What follows belongs to an exercise in optimizing a design on an open flow for small area, a short achievable clock period and few clock cycles; a production flow would make more cautious choices.
In this exercise RTL edits were held to simulation tests only and were not proved equivalent to the original.
Power figures rest on the tool's default switching activity, not on a simulated workload.

== exp/pepper ==
==> flow/design.v (excerpt) <==
module matmul_top (
	input  logic                   clk,
	input  logic                   reset_n,
	input  logic                   dut_valid,
	output logic                   dut_ready,
	output matmul_pkg::sram_addr_t input_read_address,
	input  matmul_pkg::sram_data_t input_read_data,
	output matmul_pkg::sram_addr_t weight_read_address,
	input  matmul_pkg::sram_data_t weight_read_data,
	output logic                   result_write_enable,
	output matmul_pkg::sram_addr_t result_write_address,
	output matmul_pkg::sram_data_t result_write_data
);
	logic issue, first, last;
	logic f1, f2, f3;      
	logic l1, l2, l3;      
	logic done;
	logic start;
	assign done = result_write_enable && !f3;
	matmul_ctrl u_ctrl (
		.clk                 (clk),
		.reset_n             (reset_n),
		.dut_valid           (dut_valid),
		.dut_ready           (dut_ready),
		.input_read_data     (input_read_data),
		.weight_read_data    (weight_read_data),
		.input_read_address  (input_read_address),
		.weight_read_address (weight_read_address),
		.issue               (issue),
		.first               (first),
		.last                (last),
		.done                (done),
		.start               (start)
	);
	always_ff @(posedge clk) begin
		if (!reset_n) begin
			f1 <= 1'b0; f2 <= 1'b0; f3 <= 1'b0;
			l1 <= 1'b0; l2 <= 1'b0; l3 <= 1'b0;
			result_write_enable <= 1'b0;
		end else begin
  ...
clock: 12.0 ns
lec_check: 0
cap_margin: 20
core_margin: 2
core_utilization: 55
cts_cluster_diameter: 120
cts_cluster_size: 24
slew_margin: 20
synth_hierarchical: 1
standard.sh (not shown) runs the stock make flow with config.mk's settings and CLKGATE_MAP_FILE= SYNTH_SCRIPT=/design/flow/synth_recipe.tcl, a recipe that flattens the netlist after the stock synthesis.
==> flow/flow/run.sh <==
#!/bin/bash
set -euo pipefail
MARGIN=${MARGIN:-8.4}
bash standard.sh SETUP_SLACK_MARGIN=$MARGIN \
  "BUFFER_PORTS_ARGS=-buffer_cell sky130_fd_sc_hd__buf_1" finish > standard.log 2>&1
Testbench counts of exp/pepper, summed over its fixed seeds: cycles 30,008.
diff inputs: exp/pepper => exp/ember
==> flow/flow/run.sh <==
#!/bin/bash
set -euo pipefail
MARGIN=${MARGIN:-8.55}
bash standard.sh SETUP_SLACK_MARGIN=$MARGIN \
  "BUFFER_PORTS_ARGS=-buffer_cell sky130_fd_sc_hd__buf_1" finish > standard.log 2>&1
Across exp/pepper and exp/ember, the outcome is the same: a clean finish for every run.
exp/ember against exp/pepper: routing usage on met3 comparable, clock power share dropped 0.4 points.
More vias were needed by exp/ember than by exp/pepper.
Compared with exp/pepper, exp/ember shows a higher utilization.
exp/ember vs. exp/pepper: mux cell area share after synthesis held steady, die area neither gained nor lost much, fraction of area in multi-input gates now smaller.
[compare] base=exp/pepper new=exp/ember: static power due to leakage +about 8%, sum of routed wire length over all layers went up by 1.5 mm, overall power consumption moved up.
Edits applied to the flow inputs when going from exp/ember to exp/willow:
==> flow/flow/run.sh <==
#!/bin/bash
set -euo pipefail
MARGIN=${MARGIN:-8.6}
bash standard.sh SETUP_SLACK_MARGIN=$MARGIN \
  "BUFFER_PORTS_ARGS=-buffer_cell sky130_fd_sc_hd__buf_1" finish > standard.log 2>&1
--- outcome ---
Relative to exp/ember, exp/willow degrades wire length of the first global-routing pass.
exp/ember was routed with fewer vias than exp/willow.
Clock-cell share of area essentially unchanged between exp/willow and exp/ember.
Re worst-case clock buffer depth: no difference whatsoever between exp/willow and exp/ember.
Comparing exp/willow and exp/ember, power is higher on exp/willow.
Summary of exp/willow over exp/ember: cell area after layout increased by about 1% relative to the old numbers, final setup slack of the worst path down 4.2 ps.
[inputs] exp/sierra vs exp/willow
- SETUP_SLACK_MARGIN newly set to 5
==> flow/run.sh (new file) <==
#!/bin/bash
# synth_recipe.tcl (not shown) runs the flow's synth.tcl, then flattens the netlist and writes it again
# the make line also repeats each setting of config.mk as NAME=value (left out here)
make -C /OpenROAD-flow-scripts/flow DESIGN_CONFIG=/design/flow/config.mk WORK_HOME=/design/flow/orfs CLKGATE_MAP_FILE= SYNTH_SCRIPT=/design/flow/synth_recipe.tcl finish
removed: flow/flow/run.sh
removed: flow/standard.sh
## What came out
Compared with exp/willow, via count of the first global-routing pass in exp/sierra decreased slightly.
On global-route wire length before repair: between exp/sierra and exp/willow, it ends up lower for exp/sierra.
Total power: exp/sierra below exp/willow
On post-route minimum period, exp/willow beats exp/sierra.
For count of placed standard cells including taps, exp/sierra and exp/willow come out practically identical.

Starting RTL as in the previous note.
clock: 12.0 ns
lec_check: 0
cap_margin: 20
core_margin: 2
core_utilization: 55
cts_cluster_diameter: 120
cts_cluster_size: 24
slew_margin: 20
synth_hierarchical: 1
==> flow/flow/run.sh <==
#!/bin/bash
set -euo pipefail
MARGIN=${MARGIN:-8.35}
bash standard.sh SETUP_SLACK_MARGIN=$MARGIN \
  "BUFFER_PORTS_ARGS=-buffer_cell sky130_fd_sc_hd__buf_1" finish > standard.log 2>&1
Testbench counts at the start, summed over its fixed seeds: cycles 30,008.
Then changed:
--- a/flow/flow/run.sh
+++ b/flow/flow/run.sh
@@ -3 +3 @@
-MARGIN=${MARGIN:-8.35}
+MARGIN=${MARGIN:-8.45}
=> The changed run produced a clean layout. Non-clock buffer count grows by 6. Count of clock-buffer cells in the layout stays the same. Worst setup slack gains 0.078 ns. Register-to-register slack improved by 0.12 ns. Design area grows by 0.60%. Wire length is about the same. Area after synthesis does not change. Clock power is about the same. Sequential share of layout area barely changes. Critical path depth does not change.
Then changed:
--- a/flow/flow/run.sh
+++ b/flow/flow/run.sh
@@ -3 +3 @@
-MARGIN=${MARGIN:-8.45}
+MARGIN=${MARGIN:-8.2}
The new run went through all stages and came out clean. Clock-buffer cell count stays the same. Routed wire length barely changes. Core utilization decreases by 0.42 points.
Then changed:
==> flow/flow/run.sh (replaced) <==
#!/bin/bash
set -euo pipefail
MARGIN=${MARGIN:-8.6}
bash standard.sh SETUP_SLACK_MARGIN=$MARGIN \
  "BUFFER_PORTS_ARGS=-buffer_cell sky130_fd_sc_hd__buf_2" finish > standard.log 2>&1
The changed run finished with timing, DRC and antenna clean. Design area went up by 5.9%. Power went up by 7.6%. Synthesized cell count does not change. Worst setup slack is better by 0.23 ns. Sequential share of layout area went down by 1.0 points. Register-to-register slack is better by 0.29 ns. Final cell count went up by 2.2%. Non-clock buffer count went up by 59. Synthesized area does not change. Routed wire length went up by 1.8%. Worst hold slack hardly moves.

== before ==
Starting RTL as in the previous note.
Settings: LEC_CHECK=0, CAP_MARGIN=20, CORE_MARGIN=2, CORE_UTILIZATION=55, CTS_CLUSTER_DIAMETER=120, CTS_CLUSTER_SIZE=24, SLEW_MARGIN=20, SYNTH_HIERARCHICAL=1, TNS_END_PERCENT=0; clock period 12.0 ns.
==> flow/flow/run.sh <==
#!/bin/bash
set -euo pipefail
MARGIN=${MARGIN:-8.45}
bash standard.sh SETUP_SLACK_MARGIN=$MARGIN \
  "BUFFER_PORTS_ARGS=-buffer_cell sky130_fd_sc_hd__buf_1" finish > standard.log 2>&1
Testbench counts of before, summed over its fixed seeds: cycles 30,008.
Here is what was changed in the inputs of after compared with before.
- TNS_END_PERCENT removed (was 0)
==> flow/flow/run.sh <==
#!/bin/bash
set -euo pipefail
MARGIN=${MARGIN:-8.5}
bash standard.sh SETUP_SLACK_MARGIN=$MARGIN \
  "BUFFER_PORTS_ARGS=-buffer_cell sky130_fd_sc_hd__buf_1" finish > standard.log 2>&1
==> comparison <==
after finished every stage and its layout cleared the timing, DRC and antenna checks. Diff before -> after: via count of the first global-routing pass now sits at about the same level; via count saw an increase; met1 layer usage reported by global route was more or less identical; global-route usage roughly the same. after against before: average vias per placed instance decreased by about 0.55% relative to the old numbers, logic gate share of total power climbed 0.6 points, time the final worst path needs with I/O delays and setup shrank by 100 ps, total power has increased.

==> port drivers added, routing unchanged <==
The flow's constraints put no driver on any port. The routed layouts listed below were extracted and timed again, unchanged, in two steps. Step 1 (the two cells are an assumption about what drives the block):
set clk [get_ports {clk}]
set_driving_cell -lib_cell sky130_fd_sc_hd__clkbuf_16 $clk
set_driving_cell -lib_cell sky130_fd_sc_hd__buf_2 [delete_from_list [all_inputs] $clk]
Step 2 also shifts input and output timing later by t, the mid clock arrival at the registers, as if the neighbouring blocks saw the same clock. Three values: ideal, step 1, step 2; two values: the first two.
| run | shift t [ns] | setup WS [ns] | slew at the worst register clock pin (ns) |
|---|---|---|---|
| exp/pepper | 0.606 | 8.466 / 8.406 / 8.499 | 0.11 / 0.11 |
| exp/ember | 0.607 | 8.562 / 8.503 / 8.611 | 0.11 / 0.11 |
| exp/willow | 0.607 | 8.558 / 8.498 / 8.648 | 0.11 / 0.11 |
| exp/sierra | 0.597 | 7.918 / 7.861 / 8.334 | 0.11 / 0.11 |
| the first run of note 2 | 0.605 | 8.420 / 8.360 / 8.425 | 0.11 / 0.11 |
| the second run of note 2 | 0.605 | 8.498 / 8.438 / 8.550 | 0.11 / 0.11 |
| the third run of note 2 | 0.606 | 8.327 / 8.267 / 8.331 | 0.11 / 0.11 |
| the fourth run of note 2 | 0.612 | 8.556 / 8.496 / 8.623 | 0.10 / 0.10 |
| before | 0.606 | 8.442 / 8.382 / 8.459 | 0.11 / 0.11 |
| after | 0.605 | 8.543 / 8.483 / 8.570 | 0.11 / 0.11 |
After both steps every run listed still meets setup and hold.
